Background: an optimization exercise with open tools, aiming at small area and few clock cycles per item. Do not read the settings as production practice.
Function was not checked in any run shown here: the RTL went through the layout flow alone.

==> flow/design.v, too long to show whole: its modules and the start of the top module <==
// module mac_prime2r: 765 lines
// module mac_benc: 10 lines
// module mac_xfer: 8 lines
// module mac_nmaj: 8 lines
// module mac_ao21: 8 lines
// module mac_and2: 7 lines
// module mac_nand2: 7 lines
// module mac_o22ai: 9 lines
// module mac_fa: 10 lines
// module mac_ha: 9 lines
// module mac_xnor: 7 lines
// module mac_or: 7 lines
// module mac_mux2: 8 lines
module mac_prime2r #(
  parameter int MAX_TERMS = 1024,
  parameter int CNT_W     = 11
) (
  input  logic         clk,
  input  logic         rst_n,
  input  logic         in_valid,
  output logic         in_ready,
  input  logic         in_last,
  input  logic [23:0]  a,
  input  logic [23:0]  b,
  output logic         out_valid,
  input  logic         out_ready,
  output logic [69:0]  c,
  output logic         err
);
  // ...
==> flow/flow/run.sh <==
#!/bin/bash
# Own layout flow: the standard flow (standard.sh), with the standard
# synthesis unchanged, then the layout steps with a few extra ORFS settings
# read from flow/knobs.txt (one VAR=value per line):
#  - port buffers are plain buffers instead of the default delay-cell choice,
#  - optional extra repair/recovery settings.
# Each step's full output goes to its own log file in this folder.
set -euo pipefail
here=$(pwd)
knobs=()
if [[ -f flow/knobs.txt ]]; then
  while IFS= read -r line; do
    [[ -z "$line" || "$line" == \#* ]] && continue
    knobs+=("$line")
  done < flow/knobs.txt
fi
bash standard.sh synth > "$here/flow_synth.log" 2>&1
bash standard.sh "${knobs[@]}" finish > "$here/flow_layout.log" 2>&1
test -s out/final.def
==> flow/flow/knobs.txt <==
BUFFER_PORTS_ARGS=-buffer_cell sky130_fd_sc_hd__buf_1
==> flow/standard.sh <==
#!/bin/bash
# synth_recipe.tcl (not shown) runs the flow's synth.tcl, then flattens the netlist and writes it again
# the make line also repeats each setting of config.mk as NAME=value (left out here)
make -C /OpenROAD-flow-scripts/flow DESIGN_CONFIG=/design/flow/config.mk WORK_HOME=/design/flow/orfs CLKGATE_MAP_FILE= SYNTH_SCRIPT=/design/flow/synth_recipe.tcl "${@:-finish}"
==> flow/config.mk <==
export PLATFORM = sky130hd
export DESIGN_NAME = mac_prime2r
export DESIGN_NICKNAME = mac_prime2r
export VERILOG_FILES = /design/flow/design.v
export SDC_FILE = /design/flow/constraint.sdc
export NUM_CORES = 4
export LEC_CHECK = 0
export CAP_MARGIN = 0
export CORE_MARGIN = 2
export CORE_UTILIZATION = 55
export CTS_BUF_LIST = sky130_fd_sc_hd__clkbuf_8
export GPL_TIMING_DRIVEN = 0
export SLEW_MARGIN = 0
export SYNTH_HIERARCHICAL = 1
==> flow/constraint.sdc <==
create_clock -name core_clock -period 8.0 [get_ports {clk}]
set_input_delay 1.6000 -clock core_clock [delete_from_list [all_inputs] [get_ports {clk}]]
set_output_delay 1.6000 -clock core_clock [all_outputs]
set_load 0.01 [all_outputs]
==> flow_summary_export.csv, run 1 <==
group,metric,value,unit
outcome,status,"no timing/DRC/antenna violations",
floorplanning,fp.dieW,180,um
drt,firstDrtPassIters,6,
synthesis,synth_edf_count,0,
global_routing,grt.met2_usage,55.0,%
drt,wl_met3,5.21,mm
sta,min_period_over_period,97.4,%
sta,finalClockSkew,0.0263,ns
synthesis,synth_area,17100,um2
setup_path,crit_type,"primary input to flop",
finish,multiInputGateArea,15800,um2
global_routing,met3_usage,6.63,%
clock_network,root_buffer,"clkbuf_8",
synthesis,synth.avg_cell_area,10.2,um2
clock_network,cts-hold-fix-buffers,0,
drt,drcViolationCount,0,
clock_network,cts_inserted_buffers,9,
clock_network,clockBufferDepth,2,
synthesis,syn-instance-count,1676,
floorplanning,core-area,30600,um2
min_path,min_path_type,"flop to flop",
finish,regArea,1730,um2
global_routing,grt-busiest-layer,"met2",
synthesis,synthArstFlopShare,15.7,%
finish,finalNetCount,2294,
synthesis,synth-adder-area-share,39.7,%
clock_network,ctsHtreeMaxLevel,3,
finish,dominant_cells,"multi-input combinational cells",
finish,n_all_inverters,24,
==> module mac_benc, before the edit <==
module mac_benc (
  input  logic b2,
  input  logic b1,
  input  logic b0,
  output logic none,
  output logic ntwo
);
  assign none = ~(b1 ^ b0);
  assign ntwo = ~((b2 & ~b1 & ~b0) | (~b2 & b1 & b0));
endmodule
==> inputs of run 2 (changes only) <==
--- a/flow/design.v
+++ b/flow/design.v
@@ -26,24 +26,25 @@
   assign in_ready   = ~out_valid_r | out_ready;
   assign in_xfer_s  = in_valid & in_ready;
   assign acc_keep_s = ~((out_valid_r & out_ready) | clr_r);
   assign out_valid  = out_valid_r;
   assign c          = acc_r;
   logic [47:0] nacc;
   assign nacc = ~(acc_r[47:0] & {48{acc_keep_s}});
   logic [11:0] bo_neg;
-  logic [11:0] bo_none, bo_ntwo;    
+  logic [11:0] bo_none, bo_ntwo, bo_nneg;    
   logic [25:0] b_ext;
   assign b_ext = {1'b0, b, 1'b0};         
   for (genvar k = 0; k < 12; k++) begin : g_booth
     assign bo_neg[k] = b_ext[2*k+2];
     for (genvar e = 0; e < 1; e++) begin : g_enc
       mac_benc u_enc (.b2(b_ext[2*k+2]), .b1(b_ext[2*k+1]), .b0(b_ext[2*k]),
-                      .none(bo_none[k*1+e]), .ntwo(bo_ntwo[k*1+e]));
+                      .none(bo_none[k*1+e]), .ntwo(bo_ntwo[k*1+e]),
+                      .nneg(bo_nneg[k*1+e]));
     end
   end
   logic [23:0] na [3];
   logic [2:0] xfer_g;
   for (genvar g = 0; g < 3; g++) begin : g_na
     mac_xfer u_xfer (.in_valid(in_valid), .out_valid(out_valid_r), .out_ready(out_ready),
                      .xfer(xfer_g[g]));
     for (genvar i = 0; i < 24; i++) begin : g_bit
@@ -54,17 +55,17 @@
   for (genvar k = 0; k < 12; k++) begin : g_row
     assign nbp[k*25]    = ~((~na[k/4][0] & ~bo_none[k*1]) ^ bo_neg[k]);
     assign nbp[k*25+24] = ~((~na[k/4][23] & ~bo_ntwo[k*1+0]) ^ bo_neg[k]);
     for (genvar i = 1; i < 24; i++) begin : g_sel
       localparam int E = (i * 1) / 24;
       logic sel;
       mac_o22ai u_sel (.a1(na[k/4][i]), .a2(bo_none[k*1+E]),
                        .b1(na[k/4][i-1]), .b2(bo_ntwo[k*1+E]), .y(sel));
-      mac_xnor u_neg (.x(sel), .y(bo_neg[k]), .s(nbp[k*25+i]));
+      mac_xor2 u_neg (.x(sel), .y(bo_nneg[k*1+E]), .s(nbp[k*25+i]));
     end
   end
   logic [23:0] nbt;
   assign nbt = ~(~na[2] & {24{b[23]}});
   logic [301:0] fs, fc;
   logic [7:0] hs, hc;
   logic [31:0] ns, nc;
   mac_xnor u_nhs0 (.x(nacc[22]), .y(~bo_neg[11]), .s(ns[0]));
@@ -715,25 +716,25 @@
   assign cy[42] = cg[77];
   assign cy[43] = cg[78];
   assign cy[44] = cg[79];
   assign cy[45] = cg[80];
   assign cy[46] = cg[81];
   assign cy[47] = cg[82];
   assign cy[48] = cg[46];
   assign sum_s[47:0] = ~(pg ^ cy[47:0]);
-  logic [1:0] inc_hi;
-  for (genvar j = 0; j < 2; j++) begin : g_inc
+  logic [3:0] inc_hi;
+  for (genvar j = 0; j < 4; j++) begin : g_inc
     mac_nmaj u_maj (.x(fc[255]), .y(fc[301]), .z(cy[48]), .m(inc_hi[j]));
   end
   logic [69:48] x_hi, x_hi_inc;
   assign x_hi = acc_r[69:48] & {22{acc_keep_s}};
   assign x_hi_inc = x_hi + 1'b1;
   for (genvar i = 48; i < 70; i++) begin : g_hi
-    mac_mux2 u_mux (.s(inc_hi[(i - 48) * 2 / 22]), .a(x_hi_inc[i]), .b(x_hi[i]), .y(sum_s[i]));
+    mac_mux2 u_mux (.s(inc_hi[(i - 48) * 4 / 22]), .a(x_hi_inc[i]), .b(x_hi[i]), .y(sum_s[i]));
   end
   always_ff @(posedge clk) begin
     acc_r <= sum_s;
   end
   always_ff @(posedge clk or negedge rst_n) begin
     if (!rst_n) begin
       out_valid_r <= 1'b0;
       clr_r       <= 1'b1;
@@ -763,20 +764,29 @@
   end
   assign err = err_r;
 endmodule
 module mac_benc (
   input  logic b2,
   input  logic b1,
   input  logic b0,
   output logic none,
-  output logic ntwo
+  output logic ntwo,
+  output logic nneg
 );
   assign none = ~(b1 ^ b0);
   assign ntwo = ~((b2 & ~b1 & ~b0) | (~b2 & b1 & b0));
+  assign nneg = ~b2;
+endmodule
+module mac_xor2 (
+  input  logic x,
+  input  logic y,
+  output logic s
+);
+  assign s = x ^ y;
 endmodule
 module mac_xfer (
   input  logic in_valid,
   input  logic out_valid,
   input  logic out_ready,
   output logic xfer
 );
   assign xfer = in_valid & (~out_valid | out_ready);
==> run 2 against run 1 <==
Net effect: highest routed layer is now met4; still clean; worst setup slack got worse by 0.051 ns; design area grew 1.2%; non-clock buffer count is 13 higher; routed wire length grew 3.0%; synthesized cell count is 0.95% higher; fmax shrank 0.65%; global-route usage rose by 1.9 points; final cell count is 2.0% higher; count of clock-buffer cells in the layout unchanged; hold slack got worse by 0.0072 ns; largest cell class unchanged.
==> flow_summary_export.csv, run 2 <==
group,metric,value,unit
outcome,status,"no timing/DRC/antenna violations",
global_routing,grtUsageTotal,36.8,%
drt,drcViolationCount,0,
finish,stdcell_area,19900,um2
synthesis,synth.avg_cell_area,10.1,um2
place,gp_congestion,0.926,
setup_path,cp-startpoint,"out_ready",
setup_path,slowest_delay,0.59,ns
place,placement.io_buffers,125,
synthesis,synthArstFlopShare,15.7,%
finish,stdcell_count,2327,
sta,holdWs,0.474,ns
synthesis,yosysMostFrequentCell,"fa_1",
setup_path,worstPathRequired,8.32,ns
floorplanning,initial_core_util,55.9,%
setup_path,critPathTopFamily,"adder cells",
clock_network,cts_inserted_buffers,9,
finish,final_common_cell,"fa_1",
synthesis,yosys-top-cells-area,"fa_1, xor2_1, o22ai_1",
sta,setup_tns,0,ns
synthesis,syn-instance-count,1692,
finish,final_util,65.2,%
clock_network,clock-sinks,83,
clock_network,ctsHtreeMaxLevel,3,
setup_path,crit_type,"primary input to flop",
clock_network,root_buffer,"clkbuf_8",
finish,top_register,"acc_r",
synthesis,ys_top_cells_by_count,"fa_1, xor2_1, o22ai_1, nand2_1, xnor2_1",
finish,largest_register_ffs,70,
place,place_area,18200,um2
synthesis,synth-main-ff-cell,"dfxtp_1",
setup_path,worst_setup_path_start_kind,"primary input",
setup_path,r2r_start,"out_valid_r",
setup_path,crit_path_max_fanout,11,
drt,firstDrtPassIters,6,
place,dpl.cell_count,2217,
sta,clock.fmax,128,MHz
finish,n_antenna_cell,0,
drt,postRouteAntennaNets,0,
global_routing,grt-ovfl-total,0,
sta,period_needed,7.84,ns
sta,finalMaxSlewViolations,0,
clock_network,path_clk_slew,0.09,ns
finish,fillers,2609,
synthesis,yosysTopAreaCellShare,35.3,%
setup_path,cpMostUsedCell,"a21o_1",
sta,finalClockSkew,0.0258,ns
clock_network,cts_tree,"yes",
finish,reg.largest.list,"acc_r (70), cnt_r (10)",
global_routing,antenna_found_initial,0,
floorplanning,io_pins,126,
min_path,hp-start,"err_r",
synthesis,seq_area_frac_synth,10.1,%
setup_path,path_buf_inv,3,
global_routing,grt_pass1_vias,15500,
sta,setup_violations,0,
finish,final_cell_mix,"fa_1, xor2_1, o22ai_1",
floorplanning,rows,64,
floorplanning,core-area,30600,um2
sta,worstMarginPinSlew,1.01,ns
clock_network,clockBufferDepth,2,
job,cap_violations,0,
synthesis,synth_area,17100,um2
finish,drive_above_1_share,13.3,%
synthesis,synth_edf_count,0,
drt,initialDrtViolationCount,1652,
setup_path,end_kind,"flop",
floorplanning,chipHeight,180,um
setup_path,cp_cell_sequence,"clkbuf_4 -> clkinvlp_4 -> a21boi_4 -> buf_12 -> nand2_1 -> o22ai_1 -> xor2_1 -> fa_1 -> fa_1 -> fa_1 -> fa_1 -> fa_1 -> ha_1 -> a21o_1 -> a21o_1 -> a21o_1 -> a21o_4 -> a21o_2 -> a21o_1 -> a21o_1 -> a21o_1 -> a21o_1 -> a21o_1 -> xnor2_1",
finish,syn_to_final_growth,16.5,%
synthesis,yosysTopAreaCell,"fa_1",
place,place_ws,-1.97,ns
drt,totalWireLength,58.9,mm
sta,setup_slack,0.158,ns
global_routing,grt_pass1_wl,91.0,mm
clock_network,clk_latency,0.44,ns
global_routing,grt_start_max_net_pins,25,
synthesis,ys.warnings.count,8,
place,dp_hpwl,39.3,mm
setup_path,cp_slowest_cell,"fa_1",
drt,num_vias,15100,
sta,rsz0062_at_grt,"false",
drt,wl_per_cell,25.3,um
synthesis,synth_cell_types,45,
sta,min_period_over_period,98.0,%
floorplanning,fp.dieW,180,um
finish,finalNetCount,2340,
setup_path,arrival,8.17,ns
sta,relSlewSlack,32.6,%
floorplanning,fp.dieArea,32500,um2
min_path,min_path_type,"flop to flop",
synthesis,ys_ff_latch,83,
sta,hold_violations,0,
drt,viasPerCell,6.47,
run 2: worst paths after layout:
check | cells past startpoint | slack (ns) | endpoint
setup / recovery | 24 | 0.16 | acc_r[45]
hold / removal | 2 | 0.47 | err_r
setup reg to reg | 22 | 0.59 | acc_r[45]
hold reg to reg | 2 | 0.47 | err_r
max in group asynchronous | 1 | 6.34 | out_valid_r
min in group asynchronous | 1 | 1.19 | cnt_r[1]
run 2: modules after synthesis, one instance, submodules excluded, excerpt:
module	cells inside	flip-flops and latches
mac_ha	1	0
mac_ao21	1	0
mac_benc	5	0
mac_nmaj	2	0
mac_or	1	0
mac_nand2	1	0
mac_xor2	1	0
mac_fa	1	0
mac_xnor	1	0
run 2: logic make-up after synthesis:
family / Yosys count / share of synthesized area (%)
xor gates and xnor gates: 410 / 21.0
AOI/OAI and AO/OA: 396 / 15.0
and+or+nand+nor: 365 / 10.9
adders and majority gates: 361 / 39.7
DFF: 83 / 10.1
buffers and inverters: 52 / 1.25
muxes: 24 / 2.06
other: 1 / 0.0219
run 2: layer usage:
layer	global-route usage, %	wire length (um)
met5	0.148	0
met4	20.0	3740
met3	8.57	5770
met2	57.7	26600
met1	47.2	22700
run 2: layout make-up:
class                           instances  area (um2)  share of cell area, %
Buffer                                 16        85.1                  0.427
Sequential cell                        83        1730                   8.67
Timing Repair inverter                 12        70.1                  0.352
Multi-Input combinational cell       1583       16100                   80.7
Inverter                               36         188                  0.942
Timing Repair Buffer                  185        1100                   5.52
Tap cell                              396         495                   2.49
Clock inverter                          7        51.3                  0.257
Clock buffer                            9         124                  0.621
run 2: repair_timing:
action,4_1_cts,5_1_grt
hold buffers,0,0
endpoints found under the hold margin,0,0
cloned,34,1
pin swaps,12,8
resized for setup,115,65
buffers inserted,32,27
endpoints found under the setup margin,40,25
run 2: worst reg2reg max path: stages (launching register included):
cell and delay, ns:
dfrtp_1 0.76, a21oi_4 0.44, clkbuf_4 0.34, clkbuf_2 0.33, nand2_1 0.19, or2_1 0.27, fa_1 0.46, fa_1 0.50
fa_1 0.46, fa_1 0.59, fa_1 0.43, ha_1 0.34, a21o_1 0.20, a21o_1 0.16, a21o_1 0.16, a21o_4 0.23
a21o_2 0.28, a21o_1 0.23, a21o_1 0.22, a21o_1 0.22, a21o_1 0.20, a21o_1 0.17, xnor2_1 0.12

==> re-timing with driven ports <==
In the flow no input, the clock included, has a driving cell. The finished layouts below were timed again as built, in two steps.
Step 1 (the two cells are an assumption about what drives the block):
set clk [get_ports {clk}]
set_driving_cell -lib_cell sky130_fd_sc_hd__clkbuf_16 $clk
set_driving_cell -lib_cell sky130_fd_sc_hd__buf_2 [delete_from_list [all_inputs] $clk]
Step 2 moves the port delays by t, midway between the first and last clock arrival at a register: inputs arrive t later, outputs are due t later. That takes back most of the time a late clock gives input paths.
Three values: ideal ports, drivers, drivers and shift; two values: the first two.
| run | t, ns | setup WS [ns] | worst setup path at the end | clock arrival spread, ns | cell pins on the clock port's net |
|---|---|---|---|---|---|
| run 1 | 0.474 | 0.209 / 0.235 / -0.239 | input to register | 0.026 / 0.026 | 1 |
| run 2 | 0.484 | 0.158 / 0.187 / -0.297 | input to register | 0.026 / 0.026 | 1 |
Met with ideal ports but missed after step 2: setup timing in run 1 and run 2. For run 2, which loses most, drivers alone change the setup slack by +0.029 ns; drivers and shift together by -0.455 ns.
